This design comes from an exercise in tuning for small area on the open sky130 flow, not from production work.
In this exercise RTL edits were held to simulation tests only and were not proved equivalent to the original.
No activity file was given, so power comes from the tool's default toggle rates.

== v50 ==
==> flow/design.v <==
package arf_pkg;
   localparam int DATA_WIDTH = 32;
   localparam int REG_COUNT = 32;
   typedef logic [$clog2(REG_COUNT)-1:0] reg_idx_t;
   typedef logic [DATA_WIDTH-1:0] data_t;
endpackage
package rename_pkg;
   localparam int TAG_WIDTH = 6;    
   localparam int SPEC_DEPTH = 5;   
   typedef logic [TAG_WIDTH-1:0] rename_tag_t;
   typedef struct packed {
      logic busy;
      rename_tag_t tag;
   } rename_entry_t;
endpackage
`timescale 1ns/10ps
module onehot_mux
#(
   parameter int N = 32,
   parameter int W = 32
)
(
   input  logic [N-1:0]        sel,
   input  logic [N-1:0][W-1:0] d,
   output logic [W-1:0]        y
);
   localparam int G = (N + 2) / 3;
   logic [N-1:0]        s;
   logic [3*G-1:0][W-1:0] dd;
   logic [3*G-1:0]        ss;
   logic [G-1:0][W-1:0] g_n;    
   always_comb begin
      dd = '0;
      ss = '0;
      for (int n = 0; n < N; n++) begin
         dd[n] = d[n];
         ss[n] = sel[n];
      end
   end
   for (genvar g = 0; g < G; g++) begin : grp
      aoi_group #(.W(W), .K((3*g+3 <= N) ? 3 : N - 3*g)) u (
         .s  (ss[3*g+2:3*g]),
         .d  (dd[3*g+2:3*g]),
         .y_n(g_n[g])
      );
   end
   always_comb begin
      y = '0;
      for (int g = 0; g < G; g++) y = y | ~g_n[g];
   end
endmodule
module aoi_group
#(
   parameter int W = 32,
   parameter int K = 3
)
(
   input  logic [2:0]        s,
   input  logic [2:0][W-1:0] d,
   output logic [W-1:0]      y_n
);
   always_comb begin
      y_n = '0;
      for (int k = 0; k < K; k++) y_n = y_n | ({W{s[k]}} & d[k]);
      y_n = ~y_n;
   end
endmodule
module rt_bus
#(
   parameter int W = 7
)
(
   input  logic [5:0]        sel,
   input  logic [5:0][W-1:0] d,
   input  logic [W-1:0]      nd,
   output logic [W-1:0]      x
);
   logic [W-1:0] g0_n, g1_n;
   aoi_group #(.W(W), .K(3)) u0 (.s(sel[2:0]), .d(d[2:0]), .y_n(g0_n));
   aoi_group #(.W(W), .K(3)) u1 (.s(sel[5:3]), .d(d[5:3]), .y_n(g1_n));
   assign x = ~(g0_n & g1_n & nd);
endmodule
module rt_ctl
(
   input  logic p_n,      
   input  logic q_n,      
   input  logic c,        
   input  logic c_n,
   input  logic cs,       
   input  logic cs_n,
   input  logic xb_n,     
   output logic en_t,
   output logic en_b,
   output logic d_b
);
   assign en_t = ~(p_n | q_n);
   assign en_b = ~((p_n | q_n) & (c_n | cs_n));
   assign d_b  = ~(xb_n | (c & cs));
endmodule
`timescale 1ns/10ps
module arf_top
#(
   parameter int NUM_SPEC = rename_pkg::SPEC_DEPTH
)
(
   input  logic                clk,
   input  logic                reset,
   input  arf_pkg::reg_idx_t            rs1,
   input  arf_pkg::reg_idx_t            rs2,
   output arf_pkg::data_t               rs1_data,
   output arf_pkg::data_t               rs2_data,
   output rename_pkg::rename_tag_t         rs1_tag,
   output rename_pkg::rename_tag_t         rs2_tag,
   output logic                rs1_busy,
   output logic                rs2_busy,
   input  logic                disp_we,
   input  arf_pkg::reg_idx_t            disp_reg,
   input  rename_pkg::rename_tag_t         disp_tag,
   input  logic [NUM_SPEC-1:0] disp_freeze,
   input  logic                com_we,
   input  arf_pkg::reg_idx_t            com_reg,
   input  arf_pkg::data_t               com_data,
   input  rename_pkg::rename_tag_t         com_tag,
   input  logic                br_success,
   input  logic                br_miss,
   input  logic [NUM_SPEC-1:0] br_spectag
);
   localparam int NREG = arf_pkg::REG_COUNT;
   localparam int DW   = arf_pkg::DATA_WIDTH;
   localparam int TW   = rename_pkg::TAG_WIDTH;
   localparam int NC   = NUM_SPEC + 1;          
   logic [NREG-1:0] rsel1, rsel2, dsel, csel;
   always_comb begin
      for (int r = 0; r < NREG; r++) begin
         rsel1[r] = (rs1 == r);
         rsel2[r] = (rs2 == r);
         dsel[r]  = (disp_reg == r);
         csel[r]  = (com_reg == r);
      end
   end
   logic [NREG-2:0][DW-1:0] mem;    
   always_ff @(posedge clk) begin
      for (int r = 1; r < NREG; r++) begin
         if (com_we && !reset && csel[r]) mem[r-1] <= com_data;
      end
   end
   onehot_mux #(.N(NREG-1), .W(DW)) rf_rd1 (.sel(rsel1[NREG-1:1]), .d(mem), .y(rs1_data));
   onehot_mux #(.N(NREG-1), .W(DW)) rf_rd2 (.sel(rsel2[NREG-1:1]), .d(mem), .y(rs2_data));
   logic [NC-1:0][NREG-1:0][TW:0] tbl;
   onehot_mux #(.N(NREG), .W(TW+1)) rt_rd1 (.sel(rsel1), .d(tbl[0]), .y({rs1_busy, rs1_tag}));
   onehot_mux #(.N(NREG), .W(TW+1)) rt_rd2 (.sel(rsel2), .d(tbl[0]), .y({rs2_busy, rs2_tag}));
   logic [NC-1:0][TW-1:0] com_tags_at_reg;
   logic [NC-1:0][NREG-1:0][TW-1:0] tags;
   always_comb begin
      for (int i = 0; i < NC; i++)
         for (int r = 0; r < NREG; r++) tags[i][r] = tbl[i][r][TW-1:0];
   end
   for (genvar i = 0; i < NC; i++) begin : crd
      onehot_mux #(.N(NREG), .W(TW)) u (.sel(csel), .d(tags[i]), .y(com_tags_at_reg[i]));
   end
   logic [NC-1:0] set_en, clear_en;
   logic same_reg;
   assign set_en   = disp_we ? {~disp_freeze, 1'b1} : '0;
   assign same_reg = (disp_reg == com_reg);
   always_comb begin
      for (int i = 0; i < NC; i++) begin
         clear_en[i] = com_we && (com_tags_at_reg[i] == com_tag) && !(set_en[i] && same_reg);
      end
   end
   logic [NUM_SPEC-1:0] pick;
   always_comb begin
      pick = '0;
      for (int k = 0; k < NUM_SPEC; k++) begin
         if (br_spectag[k]) pick = NUM_SPEC'(1) << k;
      end
   end
   logic normal, succ, miss;
   assign succ   = !reset && br_success;
   assign miss   = !reset && !br_success && br_miss && (|br_spectag);
   assign normal = !reset && !br_success && !br_miss;
   logic [NC-1:0] ld;
   always_comb begin
      ld[0] = reset || miss;
      for (int k = 0; k < NUM_SPEC; k++) ld[k+1] = reset || miss || (br_success && pick[k]);
   end
   logic [5:0] bus_sel;
   assign bus_sel = {(miss ? pick : NUM_SPEC'(0)), succ};
   logic [TW:0] bus_nd;    
   assign bus_nd = ~({(TW+1){normal}} & {1'b1, disp_tag});
   logic [NREG-1:0][TW:0] x;
   logic [NREG-1:0][5:0][TW:0] src;
   always_comb begin
      for (int r = 0; r < NREG; r++) begin
         src[r][0] = {tbl[0][r][TW] && !(clear_en[0] && csel[r]), tbl[0][r][TW-1:0]};
         for (int k = 0; k < NUM_SPEC; k++) src[r][k+1] = tbl[k+1][r];
      end
   end
   for (genvar r = 0; r < NREG; r++) begin : bus
      rt_bus #(.W(TW+1)) u (.sel(bus_sel), .d(src[r]), .nd(bus_nd), .x(x[r]));
   end
   logic [NC-1:0] p_n, cc, cc_n;
   logic [NREG-1:0] q_n, cs_n, xb_n;
   always_comb begin
      for (int i = 0; i < NC; i++) begin
         p_n[i]  = !((normal && set_en[i]) || ld[i]);
         cc[i]   = (normal || (succ && !ld[i])) && clear_en[i];
         cc_n[i] = !cc[i];
      end
      for (int r = 0; r < NREG; r++) begin
         q_n[r]  = !(dsel[r] || !normal);
         cs_n[r] = !csel[r];
         xb_n[r] = !x[r][TW];
      end
   end
   logic [NC-1:0][NREG-1:0] en_t, en_b, d_b;
   for (genvar i = 0; i < NC; i++) begin : ctl_c
      for (genvar r = 0; r < NREG; r++) begin : ctl_r
         rt_ctl u (
            .p_n (p_n[i]), .q_n (q_n[r]), .c (cc[i]), .c_n (cc_n[i]),
            .cs (csel[r]), .cs_n (cs_n[r]), .xb_n (xb_n[r]),
            .en_t (en_t[i][r]), .en_b (en_b[i][r]), .d_b (d_b[i][r]));
      end
   end
   always_ff @(posedge clk) begin
      for (int i = 0; i < NC; i++) begin
         for (int r = 0; r < NREG; r++) begin
            if (en_t[i][r]) tbl[i][r][TW-1:0] <= x[r][TW-1:0];
            if (en_b[i][r]) tbl[i][r][TW] <= d_b[i][r];
         end
      end
   end
endmodule
clock: 6.5 ns
lec_check: 0
cap_margin: 20
core_margin: 2
core_utilization: 40
place_density: 0.75
slew_margin: 20
synth_hierarchical: 1
synth_minimum_keep_size: 0
standard.sh (not shown) runs the stock make flow with config.mk's settings and CLKGATE_MAP_FILE= SYNTH_SCRIPT=/design/flow/synth_recipe.tcl, a recipe that flattens the netlist after the stock synthesis.
==> flow/flow/run.sh <==
#!/bin/bash
# Standard ORFS layout (the standard.sh) with two layout-method changes:
#  - clock tree: larger sink clusters and no dummy balancing loads
#  - port buffers: smallest buffer cell instead of clkdlybuf4s50_1
set -euo pipefail
bash standard.sh \
  "CTS_ARGS=-sink_clustering_enable -repair_clock_nets -dont_use_dummy_load -sink_clustering_size 25 -sink_clustering_max_diameter 80" \
  "BUFFER_PORTS_ARGS=-buffer_cell sky130_fd_sc_hd__buf_2" \
  finish > standard_flow.log 2>&1
v50 did not stop at any stage, and its layout met the timing, design-rule and antenna checks.
Here is what was changed in the inputs of v12 compared with v50.
- removing PLACE_DENSITY (formerly 0.75)
==> results.txt <==
Changes observed in v12 relative to v50: met1 wire length +18%, maximum fanout encountered on the critical timing path rose by 1, average detailed-routed wire length per instance increased by 10% relative to the old numbers, delay contributed by the slowest stage of the critical path now sits at about the same level, met2 routing resource usage after global routing rose 3.9 points.
From v50 to v12 the numbers moved as follows: final cycle utilization of the critical path picked up an extra 0.90 points; non-clock buffer count picked up an extra 111.
The final critical-path setup slack number comes out lower for v12 vs v50.
| total internal power | v12 vs v50 | worse |
On v12: post-place instance area is 1100 µm² higher than what v50 gave.
Edits applied to the flow inputs when going from v12 to v14:
- setting CTS_CLUSTER_SIZE to 25 for the first time
- setting CTS_CLUSTER_DIAMETER to 80 for the first time
==> flow/run.sh (new file) <==
#!/bin/bash
# synth_recipe.tcl (not shown) runs the flow's synth.tcl, then flattens the netlist and writes it again
# the make line also repeats each setting of config.mk as NAME=value (left out here)
make -C /OpenROAD-flow-scripts/flow DESIGN_CONFIG=/design/flow/config.mk WORK_HOME=/design/flow/orfs CLKGATE_MAP_FILE= SYNTH_SCRIPT=/design/flow/synth_recipe.tcl finish
removed: flow/flow/run.sh
removed: flow/standard.sh
### Flow results
- [compare] base=v12 new=v14: via count barely changed, synthesized netlist cell count roughly the same, share of cell area taken by flip-flops and latches fell by 1.9 points.
- Start point of the critical path: rs1[2] -> v14, rs1[4] -> v12
- Number of global-route vias before repair: v14 < v12
- Delta (v14 minus v12): setup slack after placement went down, non-clock buffer area fraction after layout went up, global-route wire length before repair went down, minimum hold slack went up.

afterwards: timing with drivers on the ports:
Ports are ideal in the flow. The routed layouts listed here were re-timed in OpenROAD.
Step 1: set_driving_cell puts a clkbuf_16 on clk and a buf_2 on each other input, an assumption about the parent block.
Step 2, shift: input delay + t, output delay - t, t = (earliest + latest rising clock arrival at the registers) / 2. This alone moves slack from input paths to output paths.
Slacks: ideal / step 1 / step 2; pairs: ideal / step 1.
run | shift t [ns] | setup slack, ns | worst setup path after step 2 | worst slew at a driven data input, ns | pins driven straight from the clock port
v50 | 0.894 | 0.292 / 0.101 / -0.616 | input to register | 0.24 | 1
v12 | 0.914 | 0.234 / 0.187 / -0.181 | input to register | 0.28 | 1
v14 | 0.927 | 0.061 / 0.026 / -0.347 | input to register | 0.27 | 1
Met with ideal ports but missed after step 2: setup timing in every run listed. The setup slack of v50, which loses most, moves by -0.191 ns with the drivers and by -0.908 ns with both steps.
